From an optimization exercise on the open Yosys and OpenROAD flow, aimed at small area, a short achievable clock period and few clock cycles per item; shortcuts taken in it are not production practice.
In this exercise RTL edits were held to simulation tests only and were not proved equivalent to the original.
No activity file was given, so power comes from the tool's default toggle rates.

==> flow/design.v <==
`timescale 1ns/100ps
package mpeg_pkg;
	typedef logic [8-1:0] byte_t;
	typedef logic [16-1:0] key_t;
	typedef enum logic {
		run_misc  = 1'b0,
		run_video = 1'b1
	} run_class_e;
	typedef logic [7:0] run_len_t;
	typedef enum logic [1:0] {
		sc_idle,
		sc_zero,
		sc_zero_zero,
		sc_prefix
	} scan_state_e;
	typedef enum logic {
		join_idle,
		join_copy
	} join_state_e;
endpackage
`timescale 1ns/100ps
module mpeg_scrambler_top (
	input  logic            clk,
	input  logic            rst_n,
	input  mpeg_pkg::byte_t mpeg_in,
	input  logic            mpeg_in_en,
	input  logic            stream_end,
	input  mpeg_pkg::key_t  key_in,
	input  logic            key_en,
	output mpeg_pkg::byte_t mpeg_out,
	output logic            mpeg_out_en,
	output logic            mpeg_prog_full
);
	mpeg_pkg::key_t lfsr;
	mpeg_pkg::scan_state_e state;
	mpeg_pkg::scan_state_e state_nx;
	mpeg_pkg::run_class_e section;
	mpeg_pkg::run_class_e section_nx;
	logic carries_sign;
	logic step;
	assign carries_sign = |mpeg_in[7:1];
	assign step = mpeg_in_en & (section == mpeg_pkg::run_video) & carries_sign;
	assign mpeg_prog_full = 1'b0;
	always_comb begin
		state_nx = state;
		section_nx = section;
		case (state)
			mpeg_pkg::sc_idle: begin
				if (mpeg_in == 8'h00)
					state_nx = mpeg_pkg::sc_zero;
			end
			mpeg_pkg::sc_zero: begin
				state_nx = (mpeg_in == 8'h00) ? mpeg_pkg::sc_zero_zero : mpeg_pkg::sc_idle;
			end
			mpeg_pkg::sc_zero_zero: begin
				if (mpeg_in == 8'h01)
					state_nx = mpeg_pkg::sc_prefix;
				else if (mpeg_in != 8'h00)
					state_nx = mpeg_pkg::sc_idle;
			end
			default: begin
				state_nx = mpeg_pkg::sc_idle;
				if (mpeg_in >= 8'h01 && mpeg_in <= 8'hAF)
					section_nx = mpeg_pkg::run_video;
				else
					section_nx = mpeg_pkg::run_misc;
			end
		endcase
		if (stream_end) begin
			state_nx = mpeg_pkg::sc_idle;
			section_nx = mpeg_pkg::run_misc;
		end
	end
	always_ff @(posedge clk) begin
		mpeg_out <= {mpeg_in[7:1], mpeg_in[0] ^ ((section == mpeg_pkg::run_video) & carries_sign & lfsr[15])};
		mpeg_out_en <= mpeg_in_en & rst_n;
	end
	always_ff @(posedge clk) begin
		if (!rst_n) begin
			lfsr <= 16'hACE1;
			state <= mpeg_pkg::sc_idle;
			section <= mpeg_pkg::run_misc;
		end else begin
			if (key_en)
				lfsr <= (key_in == '0) ? mpeg_pkg::key_t'(16'hACE1) : key_in;
			else if (step)
				lfsr <= {lfsr[14:0], lfsr[15] ^ lfsr[13] ^ lfsr[12] ^ lfsr[10]};
			if (mpeg_in_en) begin
				state <= state_nx;
				section <= section_nx;
			end
		end
	end
endmodule
==> flow/run.sh <==
#!/bin/bash
# synth_recipe.tcl (not shown) runs the flow's synth.tcl, then flattens the netlist and writes it again
# the make line also repeats each setting of config.mk as NAME=value (left out here)
make -C /OpenROAD-flow-scripts/flow DESIGN_CONFIG=/design/flow/config.mk WORK_HOME=/design/flow/orfs CLKGATE_MAP_FILE= SYNTH_SCRIPT=/design/flow/synth_recipe.tcl finish
==> flow/config.mk <==
export PLATFORM = sky130hd
export DESIGN_NAME = mpeg_scrambler_top
export DESIGN_NICKNAME = mpeg_scrambler_top
export VERILOG_FILES = /design/flow/design.v
export SDC_FILE = /design/flow/constraint.sdc
export NUM_CORES = 4
export LEC_CHECK = 0
export CAP_MARGIN = 20
export CORE_MARGIN = 2
export CORE_UTILIZATION = 40
export CTS_BUF_LIST = sky130_fd_sc_hd__clkbuf_8 sky130_fd_sc_hd__clkbuf_16
export SLEW_MARGIN = 20
==> flow/constraint.sdc <==
create_clock -name core_clock -period 5.0 [get_ports {clk}]
set_input_delay 1.0000 -clock core_clock [delete_from_list [all_inputs] [get_ports {clk}]]
set_output_delay 1.0000 -clock core_clock [all_outputs]
set_load 0.01 [all_outputs]
==> flow_summary.ini, run 1 <==
[status]
outcome = no timing/DRC/antenna violations

[synthesis]
yosysTopAreaCell = dfxtp_1
synthCells = 137
ys_warn_count = 1
netlist.area_leader.share_pct = 45.9
yosysSeqAreaShare_pct = 45.9
synth_edf_count = 0
yosysUniqueCellTypes = 35
synthTopCellsByArea = dfxtp_1 46%, a21oi_1 9.4%, o221ai_1 5.0%, o21ai_0 4.1%, inv_1 3.4%
syn_avg_cell_area_um2 = 8.92
synth_fp_nets = 166
synth_flop_cell = dfxtp_1
async_reset_ff_share_pct = 0
synth_area_mm2 = 0.00122
synth_seq_cells = 28

[clocking]
clk_path_buf_depth = 2
cts_tree = built
numClockSinks = 28
clock_latency_ns = 0.27
cts_resized = 0
ctsHoldBuffers = 0
cts-buffers-inserted = 3
post_cts_buffers = 0
clkSlewWorstSetupHoldPaths_ns = 0.09
cts_root_buf = clkbuf_8
htreeDepth = 1

[layout]
layout_common_cells = 37 x clkdlybuf4s50_1, 28 x dfxtp_1, 23 x a21oi_1, 11 x inv_1
drive_above_1_share_pct = 7.02
fin_area_mm2 = 0.00164
antennaDiodeCount = 0
nets = 201
final_common_cell = clkdlybuf4s50_1
utilization_pct = 55.1
nFillCells = 273
syn2layout_area_growth_pct = 34.3

[sta]
holdWs_ns = 0.459
fin_crit_sh_pct = 54.2
fmaxAchievable_ghz = 0.369
finalSetupViolations = 0
finalWorstSetupSlack_ns = 2.29
relSlewSlack_pct = 49.2
setup_total_negative_slack_ns = 0
hold_viol_final = 0
rsz0062_at_grt = no
worst_slew_pin_slew_ns = 0.757
fin_worst_skew_ns = 0.00208
slew_viol_final = 0
fin_crit_ns = 2.71

[global_routing]
antenna_found_initial = 0
first_global_vias = 1016
grt_first_pass_wirelength_um = 4400
grtUsageTotal_pct = 16.5
grt.overflow.total = 0
grt_max_degree = 21

[die]
die_w_um = 59.3
rows = 20
die_y_um = 59.3
fp.dieArea_mm2 = 0.00351
core_area_mm2 = 0.00298
ios = 39
start_util_pct = 41.1

[power_and_ir_drop]
max-vdd-ir-drop_mv = 0.126
p_leak_nw = 0.664
powerDensity_mw_per_mm2 = 273

[critical_path]
cp-end-kind = register
start_kind = input pin
crit_fanout = 17
regToRegSetupSlack_ns = 3.42
required_ns = 5.12
worstPathArrival_ns = 2.83
worstSetupPathType = input pin to register
r2r_end = lfsr[5]
reg2reg_depth = 4
reg2reg_from = section

[placed_design]
dpl_cell_area_mm2 = 0.00159
place_congestion = 0.782
pre_cts_slack_ns = 2.00
dpl.hpwl_um = 2070
io_buffer_count = 37

[worst_hold_path]
hp-start = lfsr[8]
hold_path_class = register to register
whs_path_depth = 2
min_to = lfsr[8]

[detailed_routing]
vias = 1081
drtIter0Drc = 30
drt-pass1-iter-count = 4
drc_errors = 0
drtAntennaViolNets = 0
wl_per_cell_um = 13.2
wl_um = 2700
vias_per_cell = 5.30

[flow_run]
drv_cap = 0
routing by layer:
metal	share of wire, %	GRT usage (%)
met3	5.6	3.06
met4	0.71	5.84
met5	0	0
met2	46	27.2
met1	48	21.4
flip-flops by register name, indices dropped and copies added, names as in the netlist:
register	flops
lfsr	16
section	1
mpeg_out	8
state	2
mpeg_out_en	1
metrics by stage:
step                      std cells  total power [mW]
after detailed placement        200             0.317
after global placement          200             0.316
final                           204             0.448
after floorplan                 137             0.277
after global routing            204             0.471
after CTS                       204             0.453
power by group:
part | internal [mW] | total (mW) | switching, mW
sequential | 0.235 | 0.242 | 0.00606
clock | 0.0704 | 0.136 | 0.0660
combinational | 0.0392 | 0.0698 | 0.0306
worst max path at each step:
stage | startpoint | endpoint | slack (ns) | depth (start not counted)
6_report | key_en | lfsr[10] | 2.29 | 5
5_1_grt | key_en | lfsr[10] | 2.16 | 5
4_1_cts | key_en | lfsr[10] | 2.29 | 5
3_5_place_dp | key_en | lfsr[10] | 2.00 | 5
3_3_place_gp | key_en | lfsr[13] | 2.04 | 5
2_1_floorplan | mpeg_in[7] | lfsr[13] | 3.01 | 5
worst max-delay path, stage by stage:
cell	delay (ns)
clkdlybuf4s50_1	0.89
inv_1	0.31
a41o_1	0.37
nor2_1	0.14
o221ai_1	0.11
cell families after synthesis:
| logic type | share of synthesized area, % |
|---|---|
| AO/OA/AOI/OAI | 26.9 |
| AND/OR/NAND/NOR | 15.3 |
| flip-flops | 45.9 |
| buffers and inverters | 7.27 |
| XOR/XNOR | 3.58 |
| multiplexers | 0.819 |
| other | 0.307 |
synth_stat cells (2+ instances only):
master    instances
dfxtp_1          28
xnor2_1           2
a21oi_2           2
and2_1            2
o21ai_0          10
o221ai_1          7
xor2_1            3
a21oi_1          23
buf_6             2
nor2_1            8
inv_1            11
buf_2             2
clkbuf_1          2
nor4_1            5
nand2_1          10
cell type report:
class	instances	area, µm²	area share (%)
inverters	11	41.3	2.52
clock buffers	4	55.1	3.35
well taps	33	41.3	2.52
multi-input cells	91	573	34.9
repair buffers	37	370	22.6
flip-flops and latches	28	561	34.1
Testbench counts, summed over its fixed seeds: cycles 173,216, bytes 173,208.
==> run 2, diff against run 1 <==
--- a/flow/config.mk
+++ b/flow/config.mk
@@ -9,4 +9,5 @@
 export CORE_MARGIN = 2
 export CORE_UTILIZATION = 40
 export CTS_BUF_LIST = sky130_fd_sc_hd__clkbuf_8 sky130_fd_sc_hd__clkbuf_16
+export SETUP_SLACK_MARGIN = 3.3
 export SLEW_MARGIN = 20
==> run 2 against run 1 <==
Highest routed layer unchanged. First-iteration DRC count is 13% lower. Clock power down 11%. Die area unchanged. Sequential cell count did not move. Cell area grew 23%. Combinational power rose by 23%. Largest cell class unchanged. Sequential power about the same.
==> flow_summary.ini, run 2 <==
[layout]
multi_input_area_um2 = 916
regArea_um2 = 562
drive_above_1_share_pct = 57.1
largest_register_ff_count = 16
top_regs = lfsr: 16 flops, mpeg_out: 8 flops, state: 2 flops
regMostFlops = lfsr
syn2layout_area_growth_pct = 64.8
layout_common_cells = 27 x dfxtp_1, 20 x buf_2, 11 x buf_6, 10 x a21oi_2, 10 x inv_1
nets = 215
antennaDiodeCount = 0
instances_no_fill = 217
final_common_cell = dfxtp_1
nFillCells = 246

[synthesis]
synth_edf_count = 0
synth_fp_nets = 166
synth_flop_cell = dfxtp_1
synth_common_cells = 28 x dfxtp_1, 23 x a21oi_1, 11 x inv_1
synthTopCellsByArea = dfxtp_1 46%, a21oi_1 9.4%, o221ai_1 5.0%, o21ai_0 4.1%, inv_1 3.4%
synth_area_mm2 = 0.00122
yosysSeqAreaShare_pct = 45.9
synth_seq_cells = 28
yosysUniqueCellTypes = 35
ys_warn_count = 1
yosysTopAreaCell = dfxtp_1
synth.most_common_cell = dfxtp_1
synthCells = 137
syn_avg_cell_area_um2 = 8.92
netlist.area_leader.share_pct = 45.9
async_reset_ff_share_pct = 0

[die]
start_util_pct = 41.1
fp.dieArea_mm2 = 0.00351
rows = 20
ios = 39
core_area_mm2 = 0.00298
die_y_um = 59.3
die_w_um = 59.3

[power_and_ir_drop]
pwr-share-seq_pct = 54.3
powerDensity_mw_per_mm2 = 224
clkPwrFrac_pct = 26.8
switchingPower_mw = 0.122
p_int_mw = 0.329
swShare_pct = 27.1
comb_power_share_pct = 19.0
max-vdd-ir-drop_mv = 0.148
p_leak_nw = 0.809
total_power_mw = 0.452

[sta]
finalSetupViolations = 0
fin_crit_ns = 1.88
fmaxAchievable_ghz = 0.532
rsz0062_at_grt = yes
setup_total_negative_slack_ns = 0
slew_viol_final = 0
fin_worst_skew_ns = 0.0105
hold_viol_final = 0
fin_crit_sh_pct = 37.6

[critical_path]
worst-path-buf-inv = 4
required_ns = 5.16
worstSetupStartpoint = mpeg_in[4]
r2r_end = lfsr[1]
path_cells = buf_8, nor4_4, buf_6, buf_6, a21boi_4, buf_6, a21oi_4, a21oi_2
worst_path_most_repeated_cell = buf_6
cp-end-kind = register
slowest_stage = nor4_4
reg2reg_depth = 5
worstSetupPathType = input pin to register
crit_family = buffers and inverters
start_kind = input pin
reg2reg_from = section
regToRegSetupSlack_ns = 3.84
critical-path-max-stage-delay_ns = 0.28
worstPathArrival_ns = 2.04
crit_fanout = 4

[placed_design]
dpl.hpwl_um = 2040
place_congestion = 0.832
dp_cells = 200
io_buffer_count = 37

[clocking]
cts_tree = built
clock_latency_ns = 0.27
cts-buffers-inserted = 3
htreeDepth = 1
numClockSinks = 28
clk_path_buf_depth = 2
cts_root_buf = clkbuf_8
clkSlewWorstSetupHoldPaths_ns = 0.10

[detailed_routing]
drtAntennaViolNets = 0
drt-pass1-iter-count = 4
drtIter0Drc = 26
vias_per_cell = 5.50
drc_errors = 0
wl_um = 3400
wl_per_cell_um = 15.7
vias = 1193

[global_routing]
first_global_vias = 1192
grt_first_pass_wirelength_um = 5330
grt_max_degree = 21
grt.overflow.total = 0
grtUsageTotal_pct = 20.0
antenna_found_initial = 0

[worst_hold_path]
min_to = lfsr[8]
hp-start = lfsr[8]
whs_path_depth = 2
hold_path_class = register to register

[flow_run]
drv_cap = 0

[status]
outcome = no timing/DRC/antenna violations
-- run 2: worst register-to-register path, cell delays in order, from the launching register on --
cell and delay [ns]:
dfxtp_1 0.36, and2_4 0.17, a21bo_4 0.27, buf_6 0.14, nand2_1 0.07, a21oi_2 0.05
-- run 2: cells by family (layout without fill, tap and decap cells) --
group                     count (synthesis)  after routing  synth area share (%)
xor gates and xnor gates                  5              5                  3.58
and+or+nand+nor                          33             33                  15.3
DFF                                      28             28                  45.9
muxes                                     1              1                 0.819
AOI/OAI and AO/OA                        51             52                  26.9
buffers and inverters                    18             64                  7.27
other                                     1              1                 0.307
-- run 2: per-layer routing --
| metal | wire length [µm] | share of wire [%] | global-route usage [%] |
|---|---|---|---|
| met1 | 1410 | 41 | 24.0 |
| met5 | 0 | 0 | 0 |
| met3 | 177 | 5.2 | 3.06 |
| met2 | 1770 | 52 | 35.9 |
| met4 | 47 | 1.4 | 6.82 |
-- run 2: what timing repair did --
item                       4_1_cts  5_1_grt
pin swaps                       41       13
setup buffers                   13        0
gates resized for setup        198       20
hold buffers                     0        0
setup endpoints to repair       30       29
gates cloned                     1        0
-- run 2: area by class of cell --
cell class	count	area share (%)
clock buffers	3	2.05
inverters	11	2.24
multi-input cells	92	45.5
well taps	33	2.05
repair buffers	50	20.3
flip-flops and latches	28	27.9
-- run 2: per-stage QoR --
step | instance area (µm²) | hold slack [ns] | worst slack [ns] | utilization (%)
after floorplan | 1230 | 0.430 | 3.07 | -
after global placement | 1590 | 0.442 | 2.03 | 53.4
after detailed placement | 1590 | 0.449 | 1.98 | 53.4
after CTS | 1950 | 0.471 | 3.17 | 65.6
after global routing | 2010 | 0.496 | 3.08 | 67.6
final | 2010 | 0.476 | 3.12 | 67.6
-- run 2: how the worst max path moves through the flow --
| stage | depth (start not counted) | slack [ns] | to |
|---|---|---|---|
| 2_1_floorplan | 5 | 3.07 | lfsr[13] |
| 3_3_place_gp | 5 | 2.03 | lfsr[0] |
| 3_5_place_dp | 5 | 1.98 | lfsr[13] |
| 4_1_cts | 8 | 3.17 | lfsr[4] |
| 5_1_grt | 7 | 3.08 | lfsr[1] |
| 6_report | 8 | 3.12 | lfsr[1] |
-- run 2: power groups by stage --
stage	sequential (mW)	combinational [mW]	clock, mW
after floorplan	0.248	0.0292	0
after global placement	0.247	0.0696	0
after detailed placement	0.247	0.0703	0
after CTS	0.244	0.0803	0.121
after global routing	0.246	0.0927	0.133
final	0.245	0.0857	0.121
==> run 3, diff against run 2 <==
==> flow/flow/run.sh (new file) <==
#!/bin/bash
# Standard ORFS layout, with plain buf_1 cells as the port buffers instead of the delay buffer
# that buffer_ports picks on its own. Make's full output goes to flow_make.log here.
set -euo pipefail
bash standard.sh "BUFFER_PORTS_ARGS=-buffer_cell sky130_fd_sc_hd__buf_1" finish > flow_make.log 2>&1
==> flow/standard.sh (new file) <==
#!/bin/bash
# synth_recipe.tcl (not shown) runs the flow's synth.tcl, then flattens the netlist and writes it again
# the make line also repeats each setting of config.mk as NAME=value (left out here)
make -C /OpenROAD-flow-scripts/flow DESIGN_CONFIG=/design/flow/config.mk WORK_HOME=/design/flow/orfs CLKGATE_MAP_FILE= SYNTH_SCRIPT=/design/flow/synth_recipe.tcl "${@:-finish}"
removed: flow/run.sh
==> run 3 against run 2 <==
Sequential power about the same. Non-clock buffer count fell by 7. Largest cell class unchanged. Fmax is 3.6% higher. Combinational power down 21%.
==> flow_summary.ini, run 3 <==
[clocking]
cts_root_buf = clkbuf_8
htreeDepth = 1
clkSlewWorstSetupHoldPaths_ns = 0.09
clk_path_buf_depth = 2
clock_latency_ns = 0.27
cts-buffers-inserted = 3
cts_tree = built
numClockSinks = 28

[detailed_routing]
vias = 1161
drtIter0Drc = 20
wl_per_cell_um = 14.3
drtAntennaViolNets = 0
drc_errors = 0
drt-pass1-iter-count = 4
wl_um = 3020
vias_per_cell = 5.50

[die]
ios = 39
start_util_pct = 41.1
rows = 20
core_area_mm2 = 0.00298
fp.dieArea_mm2 = 0.00351
die_w_um = 59.3
die_y_um = 59.3

[global_routing]
grt.overflow.total = 0
grt_max_degree = 21
first_global_vias = 1090
grtUsageTotal_pct = 18.1
antenna_found_initial = 0
grt_first_pass_wirelength_um = 4860

[synthesis]
synth_fp_nets = 166
synthTopCellsByArea = dfxtp_1 46%, a21oi_1 9.4%, o221ai_1 5.0%, o21ai_0 4.1%, inv_1 3.4%
yosysTopAreaCell = dfxtp_1
ys_warn_count = 1
yosysUniqueCellTypes = 35
synth_seq_cells = 28
yosysSeqAreaShare_pct = 45.9
synthCells = 137
syn_avg_cell_area_um2 = 8.92
synth_area_mm2 = 0.00122
synth_common_cells = 28 x dfxtp_1, 23 x a21oi_1, 11 x inv_1
synth.most_common_cell = dfxtp_1
async_reset_ff_share_pct = 0
synth_flop_cell = dfxtp_1
netlist.area_leader.share_pct = 45.9
synth_edf_count = 0

[worst_hold_path]
whs_path_depth = 2
hp-start = lfsr[2]
hold_path_class = register to register
min_to = lfsr[2]

[layout]
drive_above_1_share_pct = 37.1
regMostFlops = lfsr
final_common_cell = dfxtp_1
fin_area_mm2 = 0.00170
multi_input_area_um2 = 749
layout_common_cells = 27 x dfxtp_1, 22 x buf_1, 15 x a21oi_2, 11 x buf_2
largest_register_ff_count = 16
top_regs = lfsr: 16 flops, mpeg_out: 8 flops, state: 2 flops
antennaDiodeCount = 0
utilization_pct = 57.1
nFillCells = 292
regArea_um2 = 562
syn2layout_area_growth_pct = 39.1
nets = 208

[critical_path]
start_kind = input pin
cp-end-kind = register
r2r_end = lfsr[6]
crit_fanout = 7
required_ns = 5.21
reg2reg_from = section
worstPathArrival_ns = 2.03
reg2reg_depth = 4
regToRegSetupSlack_ns = 3.76
worstSetupPathType = input pin to register

[power_and_ir_drop]
max-vdd-ir-drop_mv = 0.126
p_leak_nw = 0.667
powerDensity_mw_per_mm2 = 264
total_power_mw = 0.448

[sta]
rsz0062_at_grt = yes
fin_worst_skew_ns = 0.00496
setup_total_negative_slack_ns = 0
slew_viol_final = 0
fin_crit_ns = 1.81
hold_viol_final = 0
finalSetupViolations = 0
fin_crit_sh_pct = 36.3
fmaxAchievable_ghz = 0.552

[flow_run]
drv_cap = 0

[placed_design]
dpl_cell_area_mm2 = 0.00136
place_congestion = 0.855
io_buffer_count = 37
dpl.hpwl_um = 2000

[status]
outcome = no timing/DRC/antenna violations
## run 3: cell counts after synthesis
No cell type changed its count.
## run 3: through the flow
stage          instances  setup WS [ns]  hold WS, ns
2_1_floorplan        137           3.07        0.430
3_3_place_gp         200           2.34        0.444
3_5_place_dp         200           2.28        0.452
4_1_cts              210           3.20        0.464
5_1_grt              211           3.12        0.500
6_report             211           3.19        0.469
## run 3: cells by family after synthesis
logic type	Yosys count	synth area share, %
compound gates	51	26.9
simple gates	33	15.3
flops	28	45.9
buf+inv	18	7.27
xor+xnor	5	3.58
mux	1	0.819
other cells	1	0.307
## run 3: worst max path at each step
stage                     slack [ns]       start  endpoint  depth (start not counted)
after CTS                       3.20  mpeg_in[7]   lfsr[6]                          6
after global placement          2.34      key_en  lfsr[13]                          5
after floorplan                 3.07  mpeg_in[3]  lfsr[13]                          5
after detailed placement        2.28      key_en  lfsr[15]                          5
after global routing            3.12  mpeg_in[7]   lfsr[5]                          6
final                           3.19  mpeg_in[4]   lfsr[4]                          7
## run 3: area by class of cell
type	count	area share, %
tap	33	2.43
timing repair buffer	43	14.6
inverter	11	2.65
multi-input combinational	92	44.1
sequential	28	33.0
clock buffer	4	3.24
## run 3: routing by layer
metal | part of all wire [%] | vias to the layer above | track usage [%]
met4 | 1.3 | 0 | 6.82
met5 | 0 | - | 0
met3 | 4.9 | 5 | 2.62
met2 | 50 | 34 | 32.0
li1 | - | 566 | -
met1 | 44 | 556 | 22.0
## run 3: critical path: stages
cell,delay (ns)
buf_8,0.10
nor4_4,0.26
buf_6,0.17
a21bo_4,0.17
buf_12,0.15
nand2_2,0.06
a21oi_2,0.11
## run 3: where the power goes
group          internal, mW  switching (mW)  total, mW
clock                0.0704          0.0660      0.136
sequential            0.236         0.00867      0.244
combinational        0.0296          0.0382     0.0678
total                 0.336           0.113      0.448
## run 3: repair_timing
item / 4_1_cts / 5_1_grt
cloned: 1 / 0
endpoints found under the hold margin: 0 / 0
resized for setup: 50 / 13
buffers inserted: 5 / 1
endpoints found under the setup margin: 29 / 29
hold buffers: 0 / 0
pin swaps: 17 / 8
==> run 4, diff against run 3 <==
--- a/flow/config.mk
+++ b/flow/config.mk
@@ -9,5 +9,5 @@
 export CORE_MARGIN = 2
 export CORE_UTILIZATION = 40
 export CTS_BUF_LIST = sky130_fd_sc_hd__clkbuf_8 sky130_fd_sc_hd__clkbuf_16
-export SETUP_SLACK_MARGIN = 3.3
+export SETUP_SLACK_MARGIN = 3.0
 export SLEW_MARGIN = 20
==> run 4 against run 3 <==
Still clean on timing, DRC and antenna. Count of clock-buffer cells in the layout shrank 1. Core utilization down 6.2 points. Sequential power barely moved. Setup slack worse by 0.12 ns. Non-clock buffer count did not move. Combinational power decreased by 18%. Synthesized cell count stayed put. Largest cell class unchanged.
==> flow_summary.ini, run 4 <==
[clocking]
numClockSinks = 28
cts_tree = built
clkSlewWorstSetupHoldPaths_ns = 0.09
ctsHoldBuffers = 0
htreeDepth = 1
clk_path_buf_depth = 2
cts_root_buf = clkbuf_8
cts-buffers-inserted = 3
clock_latency_ns = 0.27

[critical_path]
critical-path-max-stage-delay_ns = 0.32
worstPathArrival_ns = 2.13
worst-path-buf-inv = 3
cp-end-kind = register
slowest_stage = a21boi_2
path_cells = buf_1, nor4_4, buf_4, buf_4, a21boi_2, a21oi_1, a21oi_1
worstSetupPathType = input pin to register
required_ns = 5.20
crit_family = compound AO/OA/AOI/OAI gates
start_kind = input pin
crit_fanout = 8

[synthesis]
synth_edf_count = 0
synth_flop_cell = dfxtp_1
synth_common_cells = 28 x dfxtp_1, 23 x a21oi_1, 11 x inv_1
synth_fp_nets = 166
synth.most_common_cell = dfxtp_1
yosysSeqAreaShare_pct = 45.9
yosysUniqueCellTypes = 35
synth_seq_cells = 28
synth_area_mm2 = 0.00122
synthCells = 137
netlist.area_leader.share_pct = 45.9
ys_warn_count = 1
syn_avg_cell_area_um2 = 8.92
yosysTopAreaCell = dfxtp_1
async_reset_ff_share_pct = 0
synthTopCellsByArea = dfxtp_1 46%, a21oi_1 9.4%, o221ai_1 5.0%, o21ai_0 4.1%, inv_1 3.4%

[detailed_routing]
vias_per_cell = 5.44
wl_um = 2750
drc_errors = 0
vias = 1148
drtIter0Drc = 47
drt-pass1-iter-count = 4
drtAntennaViolNets = 0
wl_per_cell_um = 13.0

[die]
rows = 20
die_y_um = 59.3
start_util_pct = 41.1
die_w_um = 59.3
ios = 39
fp.dieArea_mm2 = 0.00351
core_area_mm2 = 0.00298

[sta]
setup_total_negative_slack_ns = 0
rsz0062_at_grt = yes
slew_viol_final = 0
relSlewSlack_pct = 48.2
worst_slew_pin_slew_ns = 0.777
fin_crit_sh_pct = 38.6
finalSetupViolations = 0
hold_viol_final = 0
fmaxAchievable_ghz = 0.519
finalWorstSetupSlack_ns = 3.07
fin_worst_skew_ns = 0.00261
fin_crit_ns = 1.93

[layout]
antennaDiodeCount = 0
multi_input_area_um2 = 611
syn2layout_area_growth_pct = 24.1
largest_register_ff_count = 16
nFillCells = 289
regMostFlops = lfsr
regArea_um2 = 561
top_regs = lfsr: 16 flops, mpeg_out: 8 flops, state: 2 flops
final_common_cell = buf_1
layout_common_cells = 36 x buf_1, 28 x dfxtp_1, 23 x a21oi_1
nets = 208
drive_above_1_share_pct = 13.5

[power_and_ir_drop]
pwr-share-seq_pct = 51.2
p_int_mw = 0.365
clkPwrFrac_pct = 37.1
total_power_mw = 0.472
swShare_pct = 22.7
comb_power_share_pct = 11.7
p_leak_nw = 0.608
switchingPower_mw = 0.107
powerDensity_mw_per_mm2 = 311
max-vdd-ir-drop_mv = 0.162

[global_routing]
antenna_found_initial = 0
grtUsageTotal_pct = 15.9
grt_max_degree = 21
first_global_vias = 963
grt.overflow.total = 0
grt_first_pass_wirelength_um = 4260

[placed_design]
place_congestion = 0.780
io_buffer_count = 37
dpl.hpwl_um = 1930
pre_cts_slack_ns = 2.32

[status]
outcome = no timing/DRC/antenna violations

[worst_hold_path]
hold_path_class = register to register

[flow_run]
drv_cap = 0
-- run 4: worst paths after layout --
kind	startpoint	to	slack, ns	depth (start not counted)
worst max-delay path	mpeg_in[1]	lfsr[9]	3.07	7
worst min register to register	lfsr[2]	lfsr[2]	0.46	2
worst max register to register	section	lfsr[13]	3.71	5
worst min-delay path	lfsr[2]	lfsr[2]	0.46	2
-- run 4: power by group through the flow --
| stage | clock [mW] | sequential [mW] | combinational, mW |
|---|---|---|---|
| 6_report | 0.175 | 0.242 | 0.0554 |
| 2_1_floorplan | 0 | 0.248 | 0.0291 |
| 3_5_place_dp | 0 | 0.247 | 0.0504 |
| 4_1_cts | 0.179 | 0.242 | 0.0510 |
| 3_3_place_gp | 0 | 0.247 | 0.0495 |
| 5_1_grt | 0.189 | 0.243 | 0.0619 |
-- run 4: routing by layer --
layer | global-route usage, % | routed length, µm
met5 | 0 | 0
met4 | 7.47 | 42
met3 | 2.62 | 166
met2 | 24.6 | 1300
met1 | 21.6 | 1230
-- run 4: kinds of logic after synthesis --
kind of cell | after synthesis | synth area share, %
simple gates | 33 | 15.3
compound gates | 51 | 26.9
xor+xnor | 5 | 3.58
flops | 28 | 45.9
mux | 1 | 0.819
buf+inv | 18 | 7.27
other cells | 1 | 0.307
-- run 4: cell type report --
type,count,area share (%)
clock buffer,3,2.72
clock inverter,1,1.98
inverter,11,2.97
multi-input combinational,92,40.3
sequential,28,37.0
tap,33,2.72
timing repair buffer,43,12.4
-- run 4: worst reg2reg max path: stages, from the launching register on --
cell      delay, ns
dfxtp_1        0.36
and2_1         0.18
a21boi_4       0.32
buf_4          0.17
a21oi_2        0.05
o221ai_2       0.14
-- run 4: timing repair --
action                     4_1_cts  5_1_grt
cloned                           0        1
setup endpoints to repair       16       14
setup buffers                    0        6
gates resized for setup          4        5
pin swaps                        0        2
-- run 4: stage by stage --
step | util [%] | cells | hold slack (ns) | area, µm²
after floorplan | - | 137 | 0.430 | 1220
after global placement | 45.5 | 200 | 0.443 | 1360
after detailed placement | 45.5 | 200 | 0.445 | 1360
after CTS | 48.4 | 204 | 0.458 | 1440
after global routing | 50.9 | 211 | 0.474 | 1520
final | 50.9 | 211 | 0.455 | 1520
==> run 5, diff against run 4 <==
--- a/flow/config.mk
+++ b/flow/config.mk
@@ -9,5 +9,4 @@
 export CORE_MARGIN = 2
 export CORE_UTILIZATION = 40
 export CTS_BUF_LIST = sky130_fd_sc_hd__clkbuf_8 sky130_fd_sc_hd__clkbuf_16
-export SETUP_SLACK_MARGIN = 3.0
 export SLEW_MARGIN = 20
==> run 5 against run 4 <==
Fmax shrank 20%. Die area is the same. Clock power is essentially flat. Cell area shrank 5.9%. Power shrank 0.91%. Core utilization shrank 3.0 points. Register-to-register slack lost 0.27 ns. Wire length shrank 6.0%. Sequential cell count is the same.
==> flow_summary.ini, run 5 <==
[die]
ios = 39
die_w_um = 59.3
start_util_pct = 41.1
fp.dieArea_mm2 = 0.00351
rows = 20
die_y_um = 59.3
core_area_mm2 = 0.00298

[sta]
worst_slew_pin_slew_ns = 0.774
setup_total_negative_slack_ns = 0
finalSetupViolations = 0
finalWorstSetupSlack_ns = 2.58
fmaxAchievable_ghz = 0.412
hold_viol_final = 0
fin_worst_skew_ns = 0.00460
fin_crit_sh_pct = 48.5
relSlewSlack_pct = 48.4
rsz0062_at_grt = no
slew_viol_final = 0
fin_crit_ns = 2.42

[power_and_ir_drop]
max-vdd-ir-drop_mv = 0.158
powerDensity_mw_per_mm2 = 328
p_leak_nw = 0.570

[layout]
final_common_cell = buf_1
syn2layout_area_growth_pct = 16.7
largest_register_ff_count = 16
top_regs = lfsr: 16 flops, mpeg_out: 8 flops, state: 2 flops
nets = 201
antennaDiodeCount = 0
regMostFlops = lfsr
drive_above_1_share_pct = 7.02
layout_common_cells = 37 x buf_1, 28 x dfxtp_1, 23 x a21oi_1, 11 x inv_1

[critical_path]
critical-path-max-stage-delay_ns = 0.55
worstSetupPathType = input pin to register
cp-end-kind = register
crit_family = buffers and inverters
start_kind = input pin
path_cells = buf_1, inv_1, a41o_1, nor2_1, o221ai_1
worstPathArrival_ns = 2.54
slowest_stage = buf_1
worst-path-buf-inv = 2
required_ns = 5.11
regToRegSetupSlack_ns = 3.44
crit_fanout = 17

[clocking]
cts-buffers-inserted = 3
clkSlewWorstSetupHoldPaths_ns = 0.10
numClockSinks = 28
clk_path_buf_depth = 2
clock_latency_ns = 0.27
post_cts_buffers = 0
ctsHoldBuffers = 0
cts_root_buf = clkbuf_8
cts_resized = 0
htreeDepth = 1
cts_tree = built

[status]
outcome = no timing/DRC/antenna violations

[synthesis]
syn_avg_cell_area_um2 = 8.92
synth_seq_cells = 28
synth_area_mm2 = 0.00122
yosysSeqAreaShare_pct = 45.9
yosysTopAreaCell = dfxtp_1
synth.most_common_cell = dfxtp_1
synth_fp_nets = 166
yosysUniqueCellTypes = 35
synth_flop_cell = dfxtp_1
synthCells = 137
ys_warn_count = 1
netlist.area_leader.share_pct = 45.9
synthTopCellsByArea = dfxtp_1 46%, a21oi_1 9.4%, o221ai_1 5.0%, o21ai_0 4.1%, inv_1 3.4%
synth_common_cells = 28 x dfxtp_1, 23 x a21oi_1, 11 x inv_1
synth_edf_count = 0
async_reset_ff_share_pct = 0

[detailed_routing]
drtAntennaViolNets = 0
drc_errors = 0
wl_um = 2580
drtIter0Drc = 34
drt-pass1-iter-count = 4
vias_per_cell = 5.31
vias = 1083
wl_per_cell_um = 12.6

[global_routing]
antenna_found_initial = 0
grt_max_degree = 21
grt.overflow.total = 0
first_global_vias = 959
grt_first_pass_wirelength_um = 4240
grtUsageTotal_pct = 15.9

[placed_design]
io_buffer_count = 37
dpl.hpwl_um = 1930
place_congestion = 0.780
pre_cts_slack_ns = 2.32

[flow_run]
drv_cap = 0

[worst_hold_path]
hold_path_class = register to register
run 5: per-layer routing:
metal / global-route usage, % / vias to the layer above / routed length (µm)
li1: - / 548 / -
met1: 21.6 / 493 / 1180
met2: 24.5 / 38 / 1200
met3: 2.62 / 4 / 154
met4: 7.47 / 0 / 42
met5: 0 / - / 0
run 5: through the flow:
| step | hold slack [ns] | total power [mW] | utilization (%) | cells | instance area, µm² |
|---|---|---|---|---|---|
| floorplan | 0.430 | 0.277 | - | 137 | 1220 |
| global placement | 0.443 | 0.296 | 45.5 | 200 | 1360 |
| detailed placement | 0.445 | 0.297 | 45.5 | 200 | 1360 |
| CTS | 0.458 | 0.471 | 47.9 | 204 | 1430 |
| global route | 0.474 | 0.489 | 47.9 | 204 | 1430 |
| finish | 0.457 | 0.468 | 47.9 | 204 | 1430 |
run 5: final timing paths:
check             end    start  cells after the start
min reg2reg   lfsr[2]  lfsr[2]                      2
min           lfsr[2]  lfsr[2]                      2
max          lfsr[15]   key_en                      5
max reg2reg   lfsr[5]  section                      4
run 5: layout make-up:
class                           count  area [µm²]
Tap cell                           33        41.3
Timing Repair Buffer               37         139
Multi-Input combinational cell     91         573
Inverter                           11        41.3
Sequential cell                    28         561
Clock inverter                      1        30.0
Clock buffer                        3        41.3
Fill cell                         297        1550
run 5: kinds of logic after synthesis:
family                    Yosys count  share of synthesized area (%)
buffers and inverters              18                           7.27
and+or+nand+nor                    33                           15.3
other                               1                          0.307
xor gates and xnor gates            5                           3.58
muxes                               1                          0.819
AOI/OAI and AO/OA                  51                           26.9
DFF                                28                           45.9
run 5: report_power, final:
| group | switching (mW) | leakage, nW | internal [mW] |
|---|---|---|---|
| combinational | 0.0306 | 0.301 | 0.0200 |
| sequential | 0.00620 | 0.233 | 0.235 |
| clock | 0.0686 | 0.0357 | 0.107 |
run 5: tightest hold or removal path, stage by stage, from the launching register on:
cell     delay (ns)
dfxtp_1        0.32
nand2_1        0.05
a21oi_1        0.05
==> run 6, diff against run 5 <==
==> flow/design.v (replaced) <==
`timescale 1ns/100ps
package mpeg_pkg;
	typedef logic [8-1:0] byte_t;
	typedef logic [16-1:0] key_t;
	typedef enum logic {
		run_misc  = 1'b0,
		run_video = 1'b1
	} run_class_e;
	typedef logic [7:0] run_len_t;
	typedef enum logic [1:0] {
		sc_idle,
		sc_zero,
		sc_zero_zero,
		sc_prefix
	} scan_state_e;
	typedef enum logic {
		join_idle,
		join_copy
	} join_state_e;
endpackage
`timescale 1ns/100ps
module mpeg_scrambler_top (
	input  logic            clk,
	input  logic            rst_n,
	input  mpeg_pkg::byte_t mpeg_in,
	input  logic            mpeg_in_en,
	input  logic            stream_end,
	input  mpeg_pkg::key_t  key_in,
	input  logic            key_en,
	output mpeg_pkg::byte_t mpeg_out,
	output logic            mpeg_out_en,
	output logic            mpeg_prog_full
);
	localparam logic [1:0] SC_IDLE = 2'b00;
	localparam logic [1:0] SC_ZERO = 2'b01;
	localparam logic [1:0] SC_ZERO_ZERO = 2'b11;
	localparam logic [1:0] SC_PREFIX = 2'b10;
	mpeg_pkg::key_t lfsr;
	logic step_d;
	logic key_bit;
	logic [1:0] state;
	logic [1:0] state_nx;
	logic video;
	logic video_nx;
	logic carries_sign;
	logic is_zero;
	logic is_one;
	logic is_slice;
	logic step;
	assign carries_sign = |mpeg_in[7:1];
	assign is_zero = ~carries_sign & ~mpeg_in[0];
	assign is_one = ~carries_sign & mpeg_in[0];
	assign is_slice = (mpeg_in >= 8'h01) && (mpeg_in <= 8'hAF);
	assign key_bit = step_d ? lfsr[14] : lfsr[15];
	assign step = mpeg_in_en & video & carries_sign;
	assign mpeg_prog_full = 1'b0;
	always_comb begin
		state_nx = state;
		video_nx = video;
		case (state)
			SC_IDLE: state_nx = is_zero ? SC_ZERO : SC_IDLE;
			SC_ZERO: state_nx = is_zero ? SC_ZERO_ZERO : SC_IDLE;
			SC_ZERO_ZERO: state_nx = is_one ? SC_PREFIX : (is_zero ? SC_ZERO_ZERO : SC_IDLE);
			default: begin
				state_nx = SC_IDLE;
				video_nx = is_slice;
			end
		endcase
		if (stream_end) begin
			state_nx = SC_IDLE;
			video_nx = 1'b0;
		end
	end
	always_ff @(posedge clk) begin
		mpeg_out <= {mpeg_in[7:1], mpeg_in[0] ^ (video & carries_sign & key_bit)};
		mpeg_out_en <= mpeg_in_en & rst_n;
	end
	always_ff @(posedge clk) begin
		if (!rst_n) begin
			lfsr <= 16'hACE1;
			step_d <= 1'b0;
			state <= SC_IDLE;
			video <= 1'b0;
		end else begin
			if (key_en)
				lfsr <= (key_in == '0) ? mpeg_pkg::key_t'(16'hACE1) : key_in;
			else if (step_d)
				lfsr <= {lfsr[14:0], lfsr[15] ^ lfsr[13] ^ lfsr[12] ^ lfsr[10]};
			step_d <= step & ~key_en;
			if (mpeg_in_en) begin
				state <= state_nx;
				video <= video_nx;
			end
		end
	end
endmodule
==> run 6 against run 5 <==
Wire length is 4.9% lower. Highest routed layer unchanged. Largest power group unchanged. Global-route usage fell by 0.20 points. Sequential power grew 4%. Setup slack better by 0.23 ns. Cell count fell by 8.8%. Cell area grew 0.44%. Non-clock buffer count is the same.
==> flow_summary.ini, run 6 <==
[status]
outcome = no timing/DRC/antenna violations

[detailed_routing]
wl_um = 2450
drt-pass1-iter-count = 4
drtIter0Drc = 29
vias = 987
vias_per_cell = 5.31
drc_errors = 0
drtAntennaViolNets = 0
wl_per_cell_um = 13.2

[global_routing]
grtUsageTotal_pct = 15.7
grt.overflow.total = 0
antenna_found_initial = 0
grt_max_degree = 22
grt_first_pass_wirelength_um = 3940
first_global_vias = 885

[critical_path]
cp-end-kind = register
slowest_stage = buf_1
crit_fanout = 21
worstSetupPathType = input pin to register
regToRegSetupSlack_ns = 3.35
reg2reg_from = step_d
worstPathArrival_ns = 2.41
required_ns = 5.22
path_cells = buf_1, nand2_1, a2111oi_0, a32o_1
crit_family = buffers and inverters
reg2reg_depth = 3
critical-path-max-stage-delay_ns = 0.62
r2r_end = lfsr[15]
start_kind = input pin
worst-path-buf-inv = 1

[placed_design]
io_buffer_count = 37
dpl_cell_area_mm2 = 0.00133
place_congestion = 0.758
dpl.hpwl_um = 1810

[die]
die_w_um = 58.5
die_y_um = 58.5
start_util_pct = 42.8
rows = 19
fp.dieArea_mm2 = 0.00343
core_area_mm2 = 0.00278
ios = 39

[layout]
regMostFlops = lfsr
drive_above_1_share_pct = 12.3
final_common_cell = buf_1
nets = 183
nFillCells = 274
syn2layout_area_growth_pct = 20.4
largest_register_ff_count = 16
antennaDiodeCount = 0
fin_area_mm2 = 0.00143
layout_common_cells = 37 x buf_1, 29 x dfxtp_1, 18 x nand2_1, 9 x mux2i_1, 8 x o211a_1
top_regs = lfsr: 16 flops, mpeg_out: 8 flops, state: 2 flops

[sta]
fmaxAchievable_ghz = 0.456
fin_crit_sh_pct = 43.9
fin_worst_skew_ns = 0.00493
worst_slew_pin_slew_ns = 0.844
slew_viol_final = 0
relSlewSlack_pct = 43.8
fin_crit_ns = 2.19
setup_total_negative_slack_ns = 0
hold_viol_final = 0
rsz0062_at_grt = no
finalSetupViolations = 0

[synthesis]
synthXorXnorAreaFrac_pct = 2.94
netlist.area_leader.share_pct = 48.8
synth_seq_cells = 29
synth_common_cells = 29 x dfxtp_1, 18 x nand2_1, 9 x mux2i_1
synth_area_mm2 = 0.00119
synth.most_common_cell = dfxtp_1
synthTopCellsByArea = dfxtp_1 49%, mux2i_1 7.6%, o211a_1 6.7%, mux2_2 6.6%, nand2_1 5.7%
synth_top_family_by_area = compound AO/OA/AOI/OAI gates
yosysTopAreaCell = dfxtp_1
synth_mux_area_share_pct = 14.2
synth-simple-area-share_pct = 13.7
syn_avg_cell_area_um2 = 10.2
synth_edf_count = 0
synth_fp_nets = 146
yosysUniqueCellTypes = 32
yosysSeqAreaShare_pct = 48.8
async_reset_ff_share_pct = 0
synthAdderAreaFrac_pct = 0
synth_flop_cell = dfxtp_1
synth_compound_area_share_pct = 16.1
synthCells = 117
ys_warn_count = 1

[power_and_ir_drop]
max-vdd-ir-drop_mv = 0.299
total_power_mw = 0.512
powerDensity_mw_per_mm2 = 357
p_leak_nw = 0.561

[worst_hold_path]
hold_path_class = register to register
whs_path_depth = 2
min_to = step_d
hp-start = video

[flow_run]
drv_cap = 0

[clocking]
ctsHoldBuffers = 0
cts_tree = built
clk_path_buf_depth = 2
clock_latency_ns = 0.28
numClockSinks = 29
cts-buffers-inserted = 5
post_cts_buffers = 0
cts_resized = 0
clkSlewWorstSetupHoldPaths_ns = 0.06
cts_root_buf = clkbuf_8
htreeDepth = 2
==> run 6: changes by cell type in the layout (fill, tap and decap cells not counted), sizes merged, moves of 8 or more <==
cell	change
a21oi	-23
o21ai	-9
inv	-8
mux2i	+8
o211a	+8
o221ai	-8
==> run 6: worst reg2reg max path, delay by kind of cell, from the launching register on <==
kind | cells | cell delay, ns
simple gates | 1 | 0.07
flops | 1 | 0.85
compound gates | 1 | 0.15
mux | 1 | 0.44
==> run 6: cell families after synthesis <==
| family | after synthesis |
|---|---|
| DFF | 29 |
| xor gates and xnor gates | 4 |
| buffers and inverters | 10 |
| other | 1 |
| and+or+nand+nor | 33 |
| AOI/OAI and AO/OA | 24 |
| muxes | 16 |
==> run 6: final cells by class <==
type / instances / area, µm² / share of cell area [%]
inverters: 3 / 11.3 / 0.786
repair buffers: 37 / 139 / 9.69
flip-flops and latches: 29 / 581 / 40.5
clock inverters: 1 / 5.00 / 0.349
clock buffers: 7 / 96.3 / 6.72
well taps: 31 / 38.8 / 2.71
multi-input cells: 78 / 562 / 39.2
==> run 6: power breakdown <==
part           leakage, nW  internal, mW  switching (mW)  total (mW)
registers            0.241         0.244         0.00633       0.251
clock network       0.0542         0.124          0.0858       0.210
logic                0.266        0.0234          0.0276      0.0510
total                0.561         0.392           0.120       0.512
==> run 6: metal layers <==
metal	track usage [%]	share of wire, %
met5	0	0
met3	5.27	6.1
met2	21.7	45
met4	11.0	2.2
met1	20.4	46
==> run 6: per-stage QoR <==
stage	std cells	util [%]	setup slack, ns	hold WS [ns]
floorplan	117	-	3.12	0.428
global placement	178	47.9	2.63	0.442
detailed placement	178	47.9	2.52	0.456
CTS	186	51.5	2.79	0.465
global route	186	51.5	2.65	0.499
finish	186	51.5	2.81	0.462
==> run 6: worst max-delay path by stage <==
stage,from,end,slack (ns),cells past startpoint
global placement,rst_n,video,2.63,4
floorplan,key_en,lfsr[0],3.12,5
CTS,rst_n,video,2.79,4
detailed placement,rst_n,video,2.52,4
global route,rst_n,video,2.65,4
finish,rst_n,video,2.81,4
Testbench counts of run 6, summed over its fixed seeds: cycles 173,216, bytes 173,208.
==> run 7, diff against run 6 <==
--- a/flow/config.mk
+++ b/flow/config.mk
@@ -9,4 +9,5 @@
 export CORE_MARGIN = 2
 export CORE_UTILIZATION = 40
 export CTS_BUF_LIST = sky130_fd_sc_hd__clkbuf_8 sky130_fd_sc_hd__clkbuf_16
+export SETUP_SLACK_MARGIN = 3.2
 export SLEW_MARGIN = 20
==> run 7 against run 6 <==
Still clean. Wire length is 7.3% higher. Area after synthesis unchanged. Sequential share of layout area is 2.3 points lower. Worst hold slack lost 0.00083 ns. Cell area increased by 5.9%. Count of clock-buffer cells in the layout unchanged. Register-to-register slack improved by 0.03 ns. Largest power group unchanged. Highest routed layer unchanged.
==> flow_summary.ini, run 7 <==
[critical_path]
worst-path-buf-inv = 1
reg2reg_from = step_d
regToRegSetupSlack_ns = 3.38
cp-end-kind = register
path_cells = clkbuf_2, nor4_4, nand2_2, or2_0, a32o_1
reg2reg_depth = 3
slowest_stage = nor4_4
critical-path-max-stage-delay_ns = 0.26
r2r_end = lfsr[15]
crit_fanout = 5
worstPathArrival_ns = 1.92
start_kind = input pin
worstSetupPathType = input pin to register
crit_family = simple AND/OR/NAND/NOR gates
required_ns = 5.17

[clocking]
cts_root_buf = clkbuf_8
clk_path_buf_depth = 2
numClockSinks = 29
htreeDepth = 2
cts-buffers-inserted = 5
clkSlewWorstSetupHoldPaths_ns = 0.06
cts_tree = built
ctsHoldBuffers = 0
clock_latency_ns = 0.28

[worst_hold_path]
hp-start = video
hold_path_class = register to register
whs_path_depth = 2
min_to = step_d

[layout]
utilization_pct = 54.6
nets = 184
instances_no_fill = 187
final_common_cell = buf_1
layout_common_cells = 32 x buf_1, 29 x dfxtp_1, 17 x nand2_1, 9 x mux2i_1, 8 x o211a_1
fin_area_mm2 = 0.00152
regMostFlops = lfsr
syn2layout_area_growth_pct = 27.6
antennaDiodeCount = 0
top_regs = lfsr: 16 flops, mpeg_out: 8 flops, state: 2 flops
nFillCells = 268
largest_register_ff_count = 16
drive_above_1_share_pct = 20.5

[global_routing]
grtUsageTotal_pct = 17.6
antenna_found_initial = 0
grt.overflow.total = 0
first_global_vias = 949
grt_max_degree = 22
grt_first_pass_wirelength_um = 4370

[synthesis]
yosysTopAreaCell = dfxtp_1
yosysUniqueCellTypes = 32
synthXorXnorAreaFrac_pct = 2.94
synth_seq_cells = 29
synth_edf_count = 0
synth_top_family_by_area = compound AO/OA/AOI/OAI gates
synth_common_cells = 29 x dfxtp_1, 18 x nand2_1, 9 x mux2i_1
yosysSeqAreaShare_pct = 48.8
synth_compound_area_share_pct = 16.1
synthCells = 117
synth_fp_nets = 146
ys_warn_count = 1
async_reset_ff_share_pct = 0
synth_flop_cell = dfxtp_1
synthAdderAreaFrac_pct = 0
synth.most_common_cell = dfxtp_1
synth-simple-area-share_pct = 13.7
netlist.area_leader.share_pct = 48.8
syn_avg_cell_area_um2 = 10.2
synth_mux_area_share_pct = 14.2
synth_area_mm2 = 0.00119
synthTopCellsByArea = dfxtp_1 49%, mux2i_1 7.6%, o211a_1 6.7%, mux2_2 6.6%, nand2_1 5.7%

[die]
start_util_pct = 42.8
ios = 39
core_area_mm2 = 0.00278
fp.dieArea_mm2 = 0.00343
rows = 19
die_w_um = 58.5
die_y_um = 58.5

[sta]
worst_slew_pin_slew_ns = 0.823
fin_crit_sh_pct = 35.1
fmaxAchievable_ghz = 0.570
fin_crit_ns = 1.75
rsz0062_at_grt = no
setup_total_negative_slack_ns = 0
fin_worst_skew_ns = 0.00274
hold_viol_final = 0
relSlewSlack_pct = 45.1
finalSetupViolations = 0
slew_viol_final = 0

[detailed_routing]
drc_errors = 0
wl_per_cell_um = 14.1
wl_um = 2630
drt-pass1-iter-count = 4
vias = 992
drtAntennaViolNets = 0
drtIter0Drc = 29
vias_per_cell = 5.30

[power_and_ir_drop]
max-vdd-ir-drop_mv = 0.301
p_leak_nw = 0.591
powerDensity_mw_per_mm2 = 343

[flow_run]
drv_cap = 0

[placed_design]
io_buffer_count = 37
dpl_cell_area_mm2 = 0.00135
dp_cells = 178
dpl.hpwl_um = 1810
place_congestion = 0.740

[status]
outcome = no timing/DRC/antenna violations
## run 7: cell type report
class | instances | area, µm² | area share (%)
multi-input combinational | 78 | 619 | 40.8
clock buffer | 7 | 96.3 | 6.35
tap | 31 | 38.8 | 2.56
sequential | 29 | 581 | 38.3
inverter | 3 | 13.8 | 0.907
clock inverter | 1 | 5.00 | 0.330
timing repair buffer | 38 | 164 | 10.8
## run 7: metrics by stage
| step | setup WS [ns] | power, mW | hold slack [ns] |
|---|---|---|---|
| after floorplan | 3.14 | 0.288 | 0.428 |
| after global placement | 2.60 | 0.307 | 0.447 |
| after detailed placement | 2.52 | 0.308 | 0.450 |
| after CTS | 3.20 | 0.527 | 0.460 |
| after global routing | 3.20 | 0.547 | 0.495 |
| final | 3.25 | 0.521 | 0.461 |
## run 7: cells by family (layout without fill, tap and decap cells)
kind of cell / count (synthesis) / in the layout
DFF: 29 / 29
other: 1 / 1
AOI/OAI and AO/OA: 24 / 24
and+or+nand+nor: 33 / 33
xor gates and xnor gates: 4 / 4
buffers and inverters: 10 / 49
muxes: 16 / 16
## run 7: power by group
| group | switching (mW) | internal (mW) |
|---|---|---|
| Combinational | 0.0308 | 0.0260 |
| Clock | 0.0890 | 0.124 |
| Sequential | 0.00672 | 0.244 |
## run 7: worst max-delay path by stage
stage,cells past startpoint,end,from,slack (ns)
3_5_place_dp,4,video,rst_n,2.52
2_1_floorplan,4,video,mpeg_in[5],3.14
3_3_place_gp,4,video,rst_n,2.60
4_1_cts,5,lfsr[0],key_in[11],3.20
5_1_grt,5,lfsr[0],key_in[11],3.20
6_report,5,video,mpeg_in[7],3.25
## run 7: per-layer routing
layer / global-route usage, % / vias to the layer above / share of wire [%]
li1: - / 501 / -
met1: 21.9 / 452 / 48
met2: 25.8 / 34 / 42
met3: 7.47 / 5 / 7.4
met4: 8.97 / 0 / 2.4
met5: 0 / - / 0
## run 7: timing repair
item | CTS | global route
resized for setup | 2 | 18
pin swaps | 0 | 6
buffers inserted | 0 | 1
cloned | 0 | 0
setup endpoints to repair | 10 | 11
## run 7: worst register-to-register path, delay by kind of cell (launching register included)
family | cells | cell delay [ns]
DFF | 1 | 0.86
AOI/OAI and AO/OA | 1 | 0.14
and+or+nand+nor | 1 | 0.07
muxes | 1 | 0.43
==> run 8, diff against run 7 <==
==> flow/flow/run.sh (replaced) <==
#!/bin/bash
# Standard ORFS layout with plain buf_1 cells as the port buffers (buffer_ports otherwise picks a
# delay buffer) and a leaner clock tree. Make's full output goes to flow_make.log here.
set -euo pipefail
bash standard.sh "BUFFER_PORTS_ARGS=-buffer_cell sky130_fd_sc_hd__buf_1" \
	"CTS_ARGS=-sink_clustering_enable -repair_clock_nets -dont_use_dummy_load -buf_list sky130_fd_sc_hd__clkbuf_16 -root_buf sky130_fd_sc_hd__clkbuf_16 -sink_clustering_size 40 -sink_clustering_max_diameter 200" finish > flow_make.log 2>&1
==> run 8 against run 7 <==
First-iteration DRC count fell by 14%. Non-clock buffer count did not move. Fmax fell by 0.47%. Global-route usage fell by 0.14 points. Clock skew rose by 0.0050 ns. Synthesized cell count did not move. Area after synthesis did not move. Register-to-register slack improved by 0.02 ns. Wire length rose by 0.65%. Cell area rose by 4.4%.
==> flow_summary.ini, run 8 <==
[power_and_ir_drop]
p_int_mw = 0.447
p_leak_nw = 0.612
swShare_pct = 22.2
comb_power_share_pct = 10.5
switchingPower_mw = 0.127
clkPwrFrac_pct = 45.7
total_power_mw = 0.575
powerDensity_mw_per_mm2 = 363
max-vdd-ir-drop_mv = 0.345
pwr-share-seq_pct = 43.8

[die]
rows = 19
ios = 39
core_area_mm2 = 0.00278
die_w_um = 58.5
start_util_pct = 42.8
fp.dieArea_mm2 = 0.00343
die_y_um = 58.5

[synthesis]
async_reset_ff_share_pct = 0
ys_warn_count = 1
syn_avg_cell_area_um2 = 10.2
synthTopCellsByArea = dfxtp_1 49%, mux2i_1 7.6%, o211a_1 6.7%, mux2_2 6.6%, nand2_1 5.7%
synthCells = 117
netlist.area_leader.share_pct = 48.8
synth_fp_nets = 146
yosysUniqueCellTypes = 32
synth_common_cells = 29 x dfxtp_1, 18 x nand2_1, 9 x mux2i_1
yosysSeqAreaShare_pct = 48.8
yosysTopAreaCell = dfxtp_1
synth.most_common_cell = dfxtp_1
synth_area_mm2 = 0.00119
synth_flop_cell = dfxtp_1
synth_edf_count = 0
synth_seq_cells = 29

[detailed_routing]
vias_per_cell = 5.34
drtAntennaViolNets = 0
drt-pass1-iter-count = 4
drtIter0Drc = 25
wl_um = 2650
vias = 982
wl_per_cell_um = 14.4
drc_errors = 0

[sta]
finalSetupViolations = 0
worst_slew_pin_slew_ns = 0.803
holdWs_ns = 0.490
fin_worst_skew_ns = 0.00771
slew_viol_final = 0
fmaxAchievable_ghz = 0.568
hold_viol_final = 0
setup_total_negative_slack_ns = 0
fin_crit_sh_pct = 35.2
relSlewSlack_pct = 46.4
rsz0062_at_grt = no
fin_crit_ns = 1.76

[placed_design]
dpl.hpwl_um = 1810
io_buffer_count = 37
place_congestion = 0.740

[layout]
syn2layout_area_growth_pct = 33.1
top_regs = lfsr: 16 flops, mpeg_out: 8 flops, state: 2 flops
nFillCells = 260
drive_above_1_share_pct = 20.3
regArea_um2 = 581
regMostFlops = lfsr
largest_register_ff_count = 16
layout_common_cells = 30 x buf_1, 29 x dfxtp_1, 17 x nand2_1, 9 x mux2i_1, 8 x o211a_1
nets = 184
multi_input_area_um2 = 647
final_common_cell = buf_1
utilization_pct = 57.0
antennaDiodeCount = 0

[clocking]
clk_path_buf_depth = 2
ctsHoldBuffers = 0
numClockSinks = 29
cts_tree = built
cts-buffers-inserted = 5
htreeDepth = 2
clock_latency_ns = 0.27
clkSlewWorstSetupHoldPaths_ns = 0.05
cts_root_buf = clkbuf_16

[worst_hold_path]
whs_path_depth = 2
hold_path_class = register to register

[global_routing]
grt_max_degree = 22
grtUsageTotal_pct = 17.4
first_global_vias = 956
grt.overflow.total = 0
grt_first_pass_wirelength_um = 4400
antenna_found_initial = 0

[critical_path]
start_kind = input pin
worstSetupPathType = input pin to register
cp-endpoint = video
required_ns = 5.16
worstPathArrival_ns = 1.92
worstSetupStartpoint = mpeg_in[3]
crit_fanout = 5
reg2reg_from = step_d
regToRegSetupSlack_ns = 3.40
cp-end-kind = register
r2r_end = lfsr[15]
reg2reg_depth = 3

[status]
outcome = no timing/DRC/antenna violations

[flow_run]
drv_cap = 0
run 8: how the worst min path moves through the flow:
stage	startpoint	end	slack, ns
after floorplan	video	step_d	0.43
after global placement	video	step_d	0.45
after detailed placement	video	step_d	0.45
after CTS	video	step_d	0.47
after global routing	video	step_d	0.53
final	video	step_d	0.49
run 8: power by group through the flow:
stage	logic, mW	registers [mW]	clock network [mW]
floorplan	0.0313	0.256	0
global placement	0.0510	0.256	0
detailed placement	0.0521	0.256	0
CTS	0.0533	0.252	0.268
global route	0.0675	0.253	0.279
finish	0.0604	0.252	0.263
run 8: timing repair:
action / in CTS / in global routing
pin swaps: 1 / 8
setup endpoints to repair: 11 / 11
cloned: 0 / 0
gates resized for setup: 5 / 25
setup buffers: 0 / 1
run 8: layer usage:
layer	routed length, µm	track usage (%)
met5	0	0
met4	72	8.97
met3	183	5.49
met2	1190	26.0
met1	1210	22.5
run 8: kinds of logic (layout without fill, tap and decap cells):
kind of cell / Yosys count / in the layout / share of synthesized area (%)
AO/OA/AOI/OAI: 24 / 24 / 16.1
XOR/XNOR: 4 / 4 / 2.94
buffers and inverters: 10 / 46 / 4.00
flip-flops: 29 / 29 / 48.8
multiplexers: 16 / 16 / 14.2
other: 1 / 1 / 0.315
AND/OR/NAND/NOR: 33 / 33 / 13.7
run 8: stage by stage:
stage          std cells  setup slack [ns]  cell area (µm²)
3_5_place_dp         178              2.52             1350
2_1_floorplan        117              3.14             1210
6_report             184              3.24             1580
3_3_place_gp         178              2.60             1350
5_1_grt              184              3.20             1580
4_1_cts              183              3.20             1490
run 8: cell type report:
type	instances	area share (%)
clock buffers	5	7.90
multi-input cells	78	40.8
inverters	3	0.869
flip-flops and latches	29	36.7
repair buffers	38	11.3
well taps	31	2.45
run 8: critical path: stages:
cell and delay [ns]:
buf_6 0.10, nor4_4 0.27, nand2_2 0.12, or2_0 0.23, a32o_1 0.20
==> run 9, diff against run 8 <==
--- a/flow/config.mk
+++ b/flow/config.mk
@@ -9,5 +9,5 @@
 export CORE_MARGIN = 2
 export CORE_UTILIZATION = 40
 export CTS_BUF_LIST = sky130_fd_sc_hd__clkbuf_8 sky130_fd_sc_hd__clkbuf_16
-export SETUP_SLACK_MARGIN = 3.2
+export SETUP_SLACK_MARGIN = 3.3
 export SLEW_MARGIN = 20
==> run 9 against run 8 <==
Still clean on timing, DRC and antenna. Global-route usage down 0.59 points. Fmax rose by 0.93%. Setup slack improved by 0.016 ns. Register-to-register slack about the same. Sequential power barely moved. Wire length increased by 2.2%. Die area unchanged. Sequential cell count did not move. Non-clock buffer count unchanged. Clock power hardly changed. Worst hold slack got worse by 0.041 ns. Via count up 1.3%. Critical endpoint is now lfsr[0].
==> flow_summary.ini, run 9 <==
[power_and_ir_drop]
max-vdd-ir-drop_mv = 0.276
powerDensity_mw_per_mm2 = 345
p_int_mw = 0.455
switchingPower_mw = 0.129
clkPwrFrac_pct = 44.9
swShare_pct = 22.1
comb_power_share_pct = 12.0
pwr-share-seq_pct = 43.1
p_leak_nw = 0.678

[synthesis]
synthCells = 117
synthTopCellsByArea = dfxtp_1 49%, mux2i_1 7.6%, o211a_1 6.7%, mux2_2 6.6%, nand2_1 5.7%
synth_fp_nets = 146
syn_avg_cell_area_um2 = 10.2
synth_seq_cells = 29
synth.most_common_cell = dfxtp_1
synth_common_cells = 29 x dfxtp_1, 18 x nand2_1, 9 x mux2i_1
ys_warn_count = 1
yosysUniqueCellTypes = 32
synth_flop_cell = dfxtp_1
synth_edf_count = 0
yosysTopAreaCell = dfxtp_1
netlist.area_leader.share_pct = 48.8
synth_area_mm2 = 0.00119
yosysSeqAreaShare_pct = 48.8
async_reset_ff_share_pct = 0

[sta]
rsz0062_at_grt = yes
hold_viol_final = 0
fin_worst_skew_ns = 0.00888
relSlewSlack_pct = 44.4
worst_slew_pin_slew_ns = 0.832
slew_viol_final = 0
finalSetupViolations = 0
fin_crit_ns = 1.74
setup_total_negative_slack_ns = 0
fmaxAchievable_ghz = 0.573
fin_crit_sh_pct = 34.9

[layout]
final_common_cell = dfxtp_1
layout_common_cells = 27 x dfxtp_1, 17 x nand2_1, 16 x buf_1, 9 x mux2i_1
nets = 184
largest_register_ff_count = 16
antennaDiodeCount = 0
multi_input_area_um2 = 672
top_regs = lfsr: 16 flops, mpeg_out: 8 flops, state: 2 flops
regMostFlops = lfsr
drive_above_1_share_pct = 32.7
instances_no_fill = 184
nFillCells = 248
regArea_um2 = 583
syn2layout_area_growth_pct = 42.5
fin_area_mm2 = 0.00170

[global_routing]
grt_max_degree = 22
grt.overflow.total = 0
antenna_found_initial = 0
grtUsageTotal_pct = 16.8
grt_first_pass_wirelength_um = 4200
first_global_vias = 946

[critical_path]
cp-end-kind = register
regToRegSetupSlack_ns = 3.39
worstSetupPathType = input pin to register
start_kind = input pin
worst-path-buf-inv = 1
path_cells = buf_6, nor4_4, a41o_4, nor3b_2, a31oi_1
worstPathArrival_ns = 1.93
critical-path-max-stage-delay_ns = 0.34
crit_family = compound AO/OA/AOI/OAI gates
slowest_stage = a41o_4
crit_fanout = 8
required_ns = 5.19

[clocking]
clkSlewWorstSetupHoldPaths_ns = 0.05
cts_root_buf = clkbuf_16
htreeDepth = 2
cts-buffers-inserted = 5
ctsHoldBuffers = 0
clk_path_buf_depth = 2
clock_latency_ns = 0.27
cts_tree = built
numClockSinks = 29

[detailed_routing]
vias = 995
drt-pass1-iter-count = 4
drc_errors = 0
wl_um = 2710
drtIter0Drc = 2
drtAntennaViolNets = 0
wl_per_cell_um = 14.7
vias_per_cell = 5.41

[placed_design]
io_buffer_count = 37
dp_cells = 178
place_congestion = 0.727
dpl.hpwl_um = 1840
dpl_cell_area_mm2 = 0.00142

[die]
start_util_pct = 42.8
rows = 19
fp.dieArea_mm2 = 0.00343
core_area_mm2 = 0.00278
die_y_um = 58.5
die_w_um = 58.5
ios = 39

[status]
outcome = no timing/DRC/antenna violations

[flow_run]
drv_cap = 0

[worst_hold_path]
hold_path_class = register to register
[run 9: timing repair]
action / in CTS / in global routing
endpoints found under the setup margin: 28 / 18
cloned: 0 / 0
resized for setup: 42 / 14
pin swaps: 9 / 8
setup buffers: 1 / 0
[run 9: kinds of logic after synthesis]
group / count (synthesis) / share of synthesized area [%]
AOI/OAI and AO/OA: 24 / 16.1
xor gates and xnor gates: 4 / 2.94
buffers and inverters: 10 / 4.00
DFF: 29 / 48.8
muxes: 16 / 14.2
other: 1 / 0.315
and+or+nand+nor: 33 / 13.7
[run 9: through the flow]
step / util [%] / setup WS [ns] / power, mW / hold WS [ns]
6_report: 61.0 / 3.26 / 0.584 / 0.449
5_1_grt: 61.0 / 3.18 / 0.607 / 0.476
4_1_cts: 59.2 / 3.26 / 0.586 / 0.453
3_5_place_dp: 51.1 / 2.47 / 0.314 / 0.447
2_1_floorplan: - / 3.14 / 0.291 / 0.428
3_3_place_gp: 51.1 / 2.58 / 0.312 / 0.442
[run 9: path summary, 6_finish.rpt]
check,from,endpoint,cells past startpoint
setup / recovery,key_in[6],lfsr[0],5
hold / removal,video,step_d,2
setup reg to reg,step_d,lfsr[15],3
hold reg to reg,video,step_d,2
[run 9: tightest hold or removal path, delay by kind of cell, from the launching register on]
family,cells,cell delay (ns)
flip-flops,1,0.32
AND/OR/NAND/NOR,2,0.09
[run 9: routing by layer]
layer	vias to the layer above	GRT usage, %	wire length [µm]
li1	496	-	-
met4	0	7.97	34
met5	-	0	0
met2	35	27.1	1280
met1	460	19.0	1210
met3	4	7.47	185
[run 9: layout make-up]
type	instances	area share, %
Tap cell	31	2.29
Timing Repair Buffer	38	15.4
Sequential cell	29	34.4
Multi-Input combinational cell	78	39.6
Inverter	3	0.959
Clock buffer	5	7.38
[run 9: power by group through the flow]
stage               Clock [mW]  Combinational, mW  Sequential (mW)
floorplan                    0             0.0347            0.256
global placement             0             0.0569            0.255
detailed placement           0             0.0583            0.256
CTS                      0.268             0.0668            0.251
global route             0.277             0.0768            0.253
finish                   0.262             0.0702            0.252

re-timing with driven ports:
How much do the figures lean on ideal ports? The routed layouts below were timed once more, with nothing changed but the port constraints.
Step 1 (the two cells are an assumption about what drives the block):
set clk [get_ports {clk}]
set_driving_cell -lib_cell sky130_fd_sc_hd__clkbuf_16 $clk
set_driving_cell -lib_cell sky130_fd_sc_hd__buf_2 [delete_from_list [all_inputs] $clk]
Step 2 also shifts input and output timing later by t, the mid clock arrival at the registers, as if the neighbouring blocks saw the same clock.
a / b / c = ideal / step 1 / step 2; a / b = the first two.
| run | t (ns) | setup WS [ns] | worst data-port slew with drivers (ns) |
|---|---|---|---|
| run 1 | 0.289 | 2.288 / 2.288 / 1.999 | 0.03 |
| run 2 | 0.290 | 3.122 / 3.105 / 2.814 | 0.05 |
| run 3 | 0.294 | 3.187 / 3.174 / 2.880 | 0.05 |
| run 4 | 0.294 | 3.072 / 3.075 / 2.780 | 0.03 |
| run 5 | 0.295 | 2.575 / 2.578 / 2.282 | 0.03 |
| run 6 | 0.300 | 2.806 / 2.808 / 2.508 | 0.03 |
| run 7 | 0.304 | 3.247 / 3.238 / 2.947 | 0.04 |
| run 8 | 0.296 | 3.239 / 3.238 / 2.941 | 0.04 |
| run 9 | 0.295 | 3.255 / 3.246 / 2.951 | 0.05 |
After both steps setup and hold are still met in every run listed. The setup slack of run 2, which loses most, moves by -0.017 ns with the drivers and by -0.308 ns with both steps.
